What follows belongs to an exercise in optimizing a design on an open flow for small area, a short achievable clock period and few clock cycles; a production flow would make more cautious choices. In this exercise RTL edits were held to simulation tests only and were not proved equivalent to the original. Power and IR drop assume default switching activity.

willow:
Design pixel_generator, start of the top module:
module pixel_generator (
    input  logic                       s_axi_lite_aclk,
    input  logic                       axi_resetn,
    input  logic [8-1:0] s_axi_lite_araddr,
    output logic                       s_axi_lite_arready,
    input  logic                       s_axi_lite_arvalid,
    input  logic [8-1:0] s_axi_lite_awaddr,
    output logic                       s_axi_lite_awready,
    input  logic                       s_axi_lite_awvalid,
    input  logic                       s_axi_lite_bready,
    output logic [1:0]                 s_axi_lite_bresp,
    output logic                       s_axi_lite_bvalid,
    output logic [31:0]                s_axi_lite_rdata,
    input  logic                       s_axi_lite_rready,
    output logic [1:0]                 s_axi_lite_rresp,
    output logic                       s_axi_lite_rvalid,
    input  logic [31:0]                s_axi_lite_wdata,
    output logic                       s_axi_lite_wready,
    input  logic                       s_axi_lite_wvalid,
    output logic [5:0]                 img_addr,
    input  logic [7:0]                 img_rdata,
    output logic [31:0]                out_stream_tdata,
    output logic [3:0]                 out_stream_tkeep,
    output logic                       out_stream_tlast,
    output logic [0:0]                 out_stream_tuser,
    output logic                       out_stream_tvalid,
    input  logic                       out_stream_tready
);
==> flow/config.mk <==
export PLATFORM = sky130hd
export DESIGN_NAME = pixel_generator
export DESIGN_NICKNAME = pixel_generator
export VERILOG_FILES = /design/flow/design.v
export SDC_FILE = /design/flow/constraint.sdc
export NUM_CORES = 4
export LEC_CHECK = 0
export ABC_CLOCK_PERIOD_IN_PS = 3000
export CAP_MARGIN = 20
export CORE_MARGIN = 2
export CORE_UTILIZATION = 55
export SLEW_MARGIN = 20
==> flow/constraint.sdc <==
create_clock -name core_clock -period 10.0 [get_ports {s_axi_lite_aclk}]
set_input_delay 2.0000 -clock core_clock [delete_from_list [all_inputs] [get_ports {s_axi_lite_aclk}]]
set_output_delay 2.0000 -clock core_clock [all_outputs]
set_load 0.01 [all_outputs]
standard.sh (not shown) runs the stock make flow with config.mk's settings and CLKGATE_MAP_FILE= SYNTH_SCRIPT=/design/flow/synth_recipe.tcl, a recipe that flattens the netlist after the stock synthesis.
==> flow/flow/run.sh <==
#!/bin/bash
# Standard layout with a tighter setup repair target; the SDC and clock period are the standard flow's own.
set -uo pipefail
bash standard.sh SETUP_SLACK_MARGIN=6.7 finish > make_finish.log 2>&1
Testbench counts of willow, summed over its fixed seeds: cycles 7,024.
Input changes introduced in harbor (baseline for comparison: willow):
Settings: CORE_UTILIZATION: 55 -> 50.
==> flow/flow/run.sh <==
#!/bin/bash
# Standard layout with a tighter setup repair target and no dummy loads in the clock tree;
# the SDC and clock period are the standard flow's own.
set -uo pipefail
bash standard.sh SETUP_SLACK_MARGIN=6.7 "CTS_ARGS=-sink_clustering_enable -repair_clock_nets -dont_use_dummy_load" finish > make_finish.log 2>&1
--- outcome ---
In the tables for harbor and willow, layout buffer count excluding clock buffers reads higher with harbor. harbor and willow ended up with nearly the same TritonCTS sink count. Going from willow to harbor, the via count was found to have gone down by about 2.2%. met2 capacity usage during global routing was higher in the run labelled willow.
Inputs modified between harbor and yarrow:
Settings: CORE_UTILIZATION: 50 -> 55.
[summary]
- Filler-free cell count of the finished design was lower in the run labelled yarrow.
- Worst setup slack (higher): yarrow
- Lower met3 track demand over resource in global routing was reported by harbor, not yarrow.
- Via count: yarrow vs harbor up 107
- Of harbor and yarrow, the run reporting the higher combinational fraction of design power was harbor.
- Sequential share of layout area sits higher in yarrow than in harbor.
- Comparing harbor against yarrow, there is no change at all in proportion of register bits with asynchronous set or reset after synthesis.
- The first-pass GRT wire length in yarrow sits about 1.9% below the value recorded for harbor.
- As far as net switching fraction of the power is concerned, yarrow and harbor perform about the same.
- Compare harbor and yarrow | proportion of power drawn by the clock network lower: harbor
The following lists how sierra was set up differently from yarrow:
Settings: putting SETUP_SLACK_MARGIN at 5 where nothing was set.
==> flow/run.sh (new file) <==
#!/bin/bash
# synth_recipe.tcl (not shown) runs the flow's synth.tcl, then flattens the netlist and writes it again
# the make line also repeats each setting of config.mk as NAME=value (left out here)
make -C /OpenROAD-flow-scripts/flow DESIGN_CONFIG=/design/flow/config.mk WORK_HOME=/design/flow/orfs CLKGATE_MAP_FILE= SYNTH_SCRIPT=/design/flow/synth_recipe.tcl finish
removed: flow/flow/run.sh
removed: flow/standard.sh
Findings:
sierra finished every stage and its layout cleared the timing, DRC and antenna checks. Looking only at worst hold slack across all endpoints, and setting everything else aside, the lower value of sierra and yarrow goes to yarrow. sierra ended with less number of ordinary and repair buffers in the finished layout than yarrow. Compared with yarrow, sierra shows a lower worst setup slack. Register fraction of the total cell area across sierra and yarrow: no real change. Run comparison: sierra slowest stage cell on the critical path sky130_fd_sc_hd__nor3_1; yarrow slowest stage cell on the critical path sky130_fd_sc_hd__edfxtp_1.
Inputs modified between sierra and juniper:
Settings: CORE_UTILIZATION: 55 -> 60; SETUP_SLACK_MARGIN: 5 -> unset.
==> flow/flow/run.sh (new file) <==
#!/bin/bash
# Standard layout with a tighter setup repair target and no dummy loads in the clock tree;
# the SDC and clock period are the standard flow's own.
set -uo pipefail
bash standard.sh SETUP_SLACK_MARGIN=6.7 "CTS_ARGS=-sink_clustering_enable -repair_clock_nets -dont_use_dummy_load" finish > make_finish.log 2>&1
==> flow/standard.sh (new file) <==
#!/bin/bash
# synth_recipe.tcl (not shown) runs the flow's synth.tcl, then flattens the netlist and writes it again
# the make line also repeats each setting of config.mk as NAME=value (left out here)
make -C /OpenROAD-flow-scripts/flow DESIGN_CONFIG=/design/flow/config.mk WORK_HOME=/design/flow/orfs CLKGATE_MAP_FILE= SYNTH_SCRIPT=/design/flow/synth_recipe.tcl "${@:-finish}"
removed: flow/run.sh
### Flow results
- Max non-clock buffer instance count of the final layout across juniper and sierra: juniper
- Looking only at total clock network power, and setting everything else aside, the higher value of juniper and sierra goes to sierra.
- Looking at die width, juniper sits 4.2% below sierra.
- Delta (juniper minus sierra): maximum frequency has increased; via count has increased; sum of negative setup slack has remained practically unchanged; total power has decreased; post-placement cell area has remained practically unchanged.
- juniper: all stages complete, timing, DRC and antenna checks passed
- sierra reached the end of the flow, and the finished layout is clean on the timing, DRC and antenna checks.
[inputs] fjord vs juniper
Settings: a change of CORE_UTILIZATION from 60 to 55; a change of SLEW_MARGIN from 20 to 0; a change of CAP_MARGIN from 20 to 0.
--- outcome ---
- Diff juniper -> fjord | detailed-route wire length | increase of 2.9%
- fjord vs. juniper: die width went up by 11 microns.
- Delta (fjord minus juniper): pin count of the biggest net entering global routing now sits higher; number of antenna violations at the first check in global routing now sits higher; initial core utilization now sits lower; setup slack now sits higher; final layout net count now sits at about the same level.
- Comparing portion of total power attributed to the clock network for juniper and fjord, the smaller number came from juniper.
- fjord contains more vias than juniper.
- Comparing total instance count after detailed placement for juniper and fjord, the bigger number came from fjord.
- Between juniper and fjord, the difference in ratio of final minimum period to clock period is negligible.


pixel_generator, a different RTL version from the one above (not shown whole).
Size in the first run: about 2200 cells after synthesis, about 730 flip-flops.
Settings: LEC_CHECK=0, ABC_CLOCK_PERIOD_IN_PS=3000, CAP_MARGIN=20, CORE_MARGIN=2, CORE_UTILIZATION=40, SLEW_MARGIN=20; clock period 10.0 ns.
==> flow/flow/run.sh <==
#!/bin/bash
# Standard layout with a tighter setup repair target; the SDC and clock period are the standard flow's own.
set -uo pipefail
bash standard.sh SETUP_SLACK_MARGIN=6.6 finish > make_finish.log 2>&1
Testbench counts at the start, summed over its fixed seeds: cycles 9,712.
Change:
==> flow/flow/run.sh (replaced) <==
#!/bin/bash
# Standard layout with a tighter setup repair target; the SDC and clock period are the standard flow's own.
set -uo pipefail
bash standard.sh SETUP_SLACK_MARGIN=7.0 finish > make_finish.log 2>&1
What happened:
- sequential share of layout area came out lower by 1.2 points
- die area does not change
- setup slack gets better by 73 ps
- critical path depth came out higher by 1
- routed wire length came out higher slightly
- via count came out higher slightly
- power came out higher slightly
- non-clock buffer count came out higher by 44
- register-to-register slack gets better by 330 ps
- synthesized cell count does not change
- count of clock-buffer cells in the layout came out higher by 8


## run A
Another version of the RTL of pixel_generator (not shown whole).
Size: ~2800 cells after synthesis, roughly 870 flip-flops, ~150 I/O pins.
clock: 10.0 ns
lec_check: 0
abc_clock_period_in_ps: 3000
cap_margin: 20
core_margin: 2
core_utilization: 65
slew_margin: 20
==> flow/flow/run.sh <==
#!/bin/bash
# Standard layout with a tighter setup repair target; the SDC and clock period are the standard flow's own.
set -uo pipefail
bash standard.sh SETUP_SLACK_MARGIN=6.7 finish > make_finish.log 2>&1
Run A | stages: all done | timing, DRC, antenna: all pass
Testbench counts of run A, summed over its fixed seeds: cycles 7,088.
Setup changes, run A to run B
# run A
export LEC_CHECK = 0
export ABC_CLOCK_PERIOD_IN_PS = 3000
export CAP_MARGIN = 20
export CORE_MARGIN = 2
export CORE_UTILIZATION = 65
export SLEW_MARGIN = 20
create_clock -name core_clock -period 10.0 [get_ports {s_axi_lite_aclk}]
# run B
export LEC_CHECK = 0
export ABC_CLOCK_PERIOD_IN_PS = 3000
export CAP_MARGIN = 20
export CORE_MARGIN = 2
export CORE_UTILIZATION = 40
export CTS_BUF_LIST = sky130_fd_sc_hd__clkbuf_8
export SLEW_MARGIN = 20
create_clock -name core_clock -period 10.0 [get_ports {s_axi_lite_aclk}]
Findings:
- Buffer levels on the longest clock path essentially unchanged between run A and run B.
- Between run B and run A, the number of cell instances on the worst register-to-register path is higher for run A.
- Summary: with run A as the reference, number of clock buffers in the layout in run B moved up by more than a quarter.
- Compared with run A, in run B number of stages on the worst setup path decreased by 2 relative to the old numbers, worst setup slack decreased by 0.14 ns relative to the old numbers.
- Final weighted congestion in routability-driven placement (lower): run B
- As far as cell area after layout is concerned, run B and run A perform about the same.
- Compared with run A, run B shows a higher final cycle utilization of the critical path.
Relative to run B, the following input files were edited for run C:
# run B
export LEC_CHECK = 0
export ABC_CLOCK_PERIOD_IN_PS = 3000
export CAP_MARGIN = 20
export CORE_MARGIN = 2
export CORE_UTILIZATION = 40
export CTS_BUF_LIST = sky130_fd_sc_hd__clkbuf_8
export SLEW_MARGIN = 20
create_clock -name core_clock -period 10.0 [get_ports {s_axi_lite_aclk}]
# run C
export LEC_CHECK = 0
export ABC_CLOCK_PERIOD_IN_PS = 3000
export CAP_MARGIN = 20
export CORE_MARGIN = 2
export CORE_UTILIZATION = 40
export SLEW_MARGIN = 20
create_clock -name core_clock -period 10.0 [get_ports {s_axi_lite_aclk}]
Notes after the runs:
- Between run C and run B, the clock latency of the later-clocked register in the worst-skew pair is higher for run B.
- Summary of run C over run B: power picked up an extra 5.6%; sequential share of layout area decreased by 0.61 points relative to the old numbers.
- HPWL reported at the end of detailed placement: run C vs run B — no meaningful difference
- [compare] base=run B new=run C: final critical-path setup slack saw an increase; portion of total power attributed to sequential cells decreased 2.4 points; storage element area saw little to no change; number of diodes went down 2.
## Diff of input files: run D against run C
# run C
export LEC_CHECK = 0
export ABC_CLOCK_PERIOD_IN_PS = 3000
export CAP_MARGIN = 20
export CORE_MARGIN = 2
export CORE_UTILIZATION = 40
export SLEW_MARGIN = 20
create_clock -name core_clock -period 10.0 [get_ports {s_axi_lite_aclk}]
# run D
export LEC_CHECK = 0
export ABC_CLOCK_PERIOD_IN_PS = 3000
export CAP_MARGIN = 20
export CORE_MARGIN = 2
export CORE_UTILIZATION = 40
export CTS_CLUSTER_DIAMETER = 60
export CTS_CLUSTER_SIZE = 25
export SLEW_MARGIN = 20
create_clock -name core_clock -period 10.0 [get_ports {s_axi_lite_aclk}]
==> flow/flow/run.sh <==
#!/bin/bash
# Standard layout with a tighter setup repair target; the SDC and clock period are the standard flow's own.
set -uo pipefail
bash standard.sh SETUP_SLACK_MARGIN=7.0 finish > make_finish.log 2>&1
==> notes.md <==
- The more densely filled core belongs to run D, not run C.
- Clock buffer instance count of the final layout was higher in the run labelled run C.
- Final cell area: run D above run C
- Both conditions hold for run D: the flow ran to the end and the final layout passed the timing, DRC and antenna checks.
- As far as overall fraction of global-route tracks in use is concerned, run C and run D perform about the same.
- Changes observed in run D relative to run C: count of non-CTS inverters in the layout went down, number of cells on the critical path decreased 1, iteration count of the initial detailed-routing pass increased by 2 relative to the old numbers.
- Portion of total power attributed to sequential cells is lower on run C
- Min time the final worst path needs with I/O delays and setup across run D and run C: run D
- For the internal portion of total power, run D came in 4.7% lower than run C did.


run 1:
Starting RTL as in the previous note.
==> flow/config.mk <==
export PLATFORM = sky130hd
export DESIGN_NAME = pixel_generator
export DESIGN_NICKNAME = pixel_generator
export VERILOG_FILES = /design/flow/design.v
export SDC_FILE = /design/flow/constraint.sdc
export NUM_CORES = 4
export LEC_CHECK = 0
export ABC_CLOCK_PERIOD_IN_PS = 6000
export CAP_MARGIN = 20
export CORE_MARGIN = 2
export CORE_UTILIZATION = 55
export SLEW_MARGIN = 20
==> flow/constraint.sdc <==
create_clock -name core_clock -period 10.0 [get_ports {s_axi_lite_aclk}]
set_input_delay 2.0000 -clock core_clock [delete_from_list [all_inputs] [get_ports {s_axi_lite_aclk}]]
set_output_delay 2.0000 -clock core_clock [all_outputs]
set_load 0.01 [all_outputs]
==> flow/flow/run.sh <==
#!/bin/bash
# Standard layout with a tighter setup repair target; the SDC and clock period are the standard flow's own.
set -uo pipefail
bash standard.sh SETUP_SLACK_MARGIN=6.7 finish > make_finish.log 2>&1
Testbench counts of run 1, summed over its fixed seeds: cycles 7,088.
#### Input delta (run 2 over run 1)
- a change of ABC_CLOCK_PERIOD_IN_PS from 6000 to 3000
- a change of CORE_UTILIZATION from 55 to 40
--- a/flow/flow/run.sh
+++ b/flow/flow/run.sh
@@ -4 +4 @@
-bash standard.sh SETUP_SLACK_MARGIN=6.7 finish > make_finish.log 2>&1
+bash standard.sh SETUP_SLACK_MARGIN=7.0 finish > make_finish.log 2>&1
==> comparison <==
Summary — fraction of area in clock buffers and inverters, run 2 relative to run 1: lower, by 0.25 points.
Of run 2 and run 1, the higher fraction of power consumed by combinational cells belongs to run 2.
Taking run 1 as the reference point, the final area of run 2 rises by 6.5%.
Die area (run 2 / run 1): 1.4
For run 3, these inputs were changed with respect to run 2:
- CORE_UTILIZATION now 55, was 40
--- a/flow/flow/run.sh
+++ b/flow/flow/run.sh
@@ -4 +4 @@
-bash standard.sh SETUP_SLACK_MARGIN=7.0 finish > make_finish.log 2>&1
+bash standard.sh SETUP_SLACK_MARGIN=6.9 finish > make_finish.log 2>&1
The fraction of power consumed by combinational cells of run 3 falls short of that of run 2 by 1.1 points.
Compared to run 2, run 3 has global-route track usage on met3 0.38 points lower.
Capture point of the worst path = out_stream_tdata[12]: run 2; capture point of the worst path = out_stream_tdata[6]: run 3
Run 3: PASS, flow complete, no timing, DRC or antenna violations
Total number of sequential cells came out exactly the same in run 3 and run 2.
### run 3 -> run 4
--- a/flow/flow/run.sh
+++ b/flow/flow/run.sh
@@ -4 +4 @@
-bash standard.sh SETUP_SLACK_MARGIN=6.9 finish > make_finish.log 2>&1
+bash standard.sh SETUP_SLACK_MARGIN=6.7 finish > make_finish.log 2>&1
==> notes.md <==
- Looking at final cell utilization of the core, run 4 sits 1.6 points below run 3.
- In run 4 the final setup slack of the worst path turned out 0.0079 ns higher than in run 3.
- ~same power dissipated in sequential cells in run 3 and run 4
- The run showing the greater flip-flop and latch share of the layout cell area is run 4.
- Compared with run 3, total area of sequential cells in run 4 decreased slightly.


== P ==
pixel_generator with an RTL version that a note above also has.
Size: ~2700 cells after synthesis, about 860 flip-flops, ~36000 um2 of cells after synthesis.
// pixel_generator
module pixel_generator (
    input  logic                       s_axi_lite_aclk,
    input  logic                       axi_resetn,
    input  logic [8-1:0] s_axi_lite_araddr,
    output logic                       s_axi_lite_arready,
    input  logic                       s_axi_lite_arvalid,
    input  logic [8-1:0] s_axi_lite_awaddr,
    output logic                       s_axi_lite_awready,
    input  logic                       s_axi_lite_awvalid,
    input  logic                       s_axi_lite_bready,
    output logic [1:0]                 s_axi_lite_bresp,
    output logic                       s_axi_lite_bvalid,
    output logic [31:0]                s_axi_lite_rdata,
    input  logic                       s_axi_lite_rready,
    output logic [1:0]                 s_axi_lite_rresp,
    output logic                       s_axi_lite_rvalid,
    input  logic [31:0]                s_axi_lite_wdata,
    output logic                       s_axi_lite_wready,
    input  logic                       s_axi_lite_wvalid,
    output logic [5:0]                 img_addr,
    input  logic [7:0]                 img_rdata,
    output logic [31:0]                out_stream_tdata,
    output logic [3:0]                 out_stream_tkeep,
    output logic                       out_stream_tlast,
    output logic [0:0]                 out_stream_tuser,
    output logic                       out_stream_tvalid,
    input  logic                       out_stream_tready
);
clock: 10.0 ns
lec_check: 0
abc_clock_period_in_ps: 3000
cap_margin: 20
core_margin: 2
core_utilization: 55
slew_margin: 20
==> flow/flow/run.sh <==
#!/bin/bash
# Standard layout with a tighter setup repair target and no dummy loads in the clock tree;
# the SDC and clock period are the standard flow's own.
set -uo pipefail
bash standard.sh SETUP_SLACK_MARGIN=6.6 "CTS_ARGS=-sink_clustering_enable -repair_clock_nets -dont_use_dummy_load" finish > make_finish.log 2>&1
Testbench counts of P, summed over its fixed seeds: cycles 7,024.
--- input diff P..Q ---
- an added CTS_CLUSTER_DIAMETER of 60
- an added CTS_CLUSTER_SIZE of 25
==> flow/flow/run.sh <==
#!/bin/bash
# Standard layout with a tighter setup repair target and no dummy loads in the clock tree;
# the SDC and clock period are the standard flow's own.
set -uo pipefail
bash standard.sh SETUP_SLACK_MARGIN=6.7 "CTS_ARGS=-sink_clustering_enable -repair_clock_nets -dont_use_dummy_load" finish > make_finish.log 2>&1
Notes after the runs:
Run comparison: P capturing element of the worst setup path out_stream_tdata[16]; Q capturing element of the worst setup path out_stream_tdata[18]
Final worst-path setup slack sits higher in Q than in P.
As far as placed instance area is concerned, Q and P perform about the same.
Comparing P with Q, the required time of the critical path came out essentially unchanged.
Standby leakage power across Q and P: no real change.

static timing again, ports no longer ideal:
The flow's constraints put no driver on any port. The routed layouts listed below were extracted and timed again, unchanged, in two steps.
Step 1 assumes that a clkbuf_16 drives the clock port and a buf_2 every other input.
Step 2 adds t to the input delays and takes it off the output delays; t is the mean of the earliest and latest rising clock arrival at the registers after step 1. Input paths then give back, and output paths get back, about the clock's delay inside the block.
Three values: ideal, step 1, step 2; two values: the first two.
| run | t (ns) | setup WS [ns] | clock arrival spread, ns |
|---|---|---|---|
| willow | 0.696 | 6.574 / 6.506 / 6.022 | 0.025 / 0.025 |
| harbor | 0.673 | 6.574 / 6.507 / 6.132 | 0.080 / 0.080 |
| yarrow | 0.673 | 6.584 / 6.513 / 6.061 | 0.077 / 0.077 |
| sierra | 0.692 | 5.358 / 5.403 / 4.711 | 0.043 / 0.042 |
| juniper | 0.653 | 6.572 / 6.510 / 6.047 | 0.084 / 0.083 |
| fjord | 0.671 | 6.587 / 6.516 / 6.091 | 0.077 / 0.077 |
| the first run of note 2 | 0.692 | 6.628 / 6.562 / 6.072 | 0.035 / 0.034 |
| the second run of note 2 | 0.669 | 6.700 / 6.637 / 6.376 | 0.047 / 0.047 |
| run A | 0.688 | 6.579 / 6.516 / 6.141 | 0.019 / 0.020 |
| run B | 0.852 | 6.435 / 6.371 / 5.980 | 0.044 / 0.044 |
| run C | 0.712 | 6.561 / 6.498 / 6.076 | 0.034 / 0.033 |
| run D | 0.695 | 6.682 / 6.614 / 6.299 | 0.048 / 0.047 |
| run 1 | 0.701 | 6.666 / 6.600 / 6.038 | 0.029 / 0.029 |
| run 2 | 0.705 | 6.686 / 6.617 / 6.360 | 0.028 / 0.028 |
| run 3 | 0.701 | 6.658 / 6.593 / 6.241 | 0.022 / 0.022 |
| run 4 | 0.701 | 6.666 / 6.600 / 6.038 | 0.029 / 0.029 |
| P | 0.671 | 6.575 / 6.510 / 5.985 | 0.071 / 0.071 |
| Q | 0.673 | 6.584 / 6.513 / 6.061 | 0.077 / 0.077 |
After both steps every run listed still meets setup and hold. The setup slack of sierra, which loses most, moves by +0.045 ns with the drivers and by -0.647 ns with both steps.
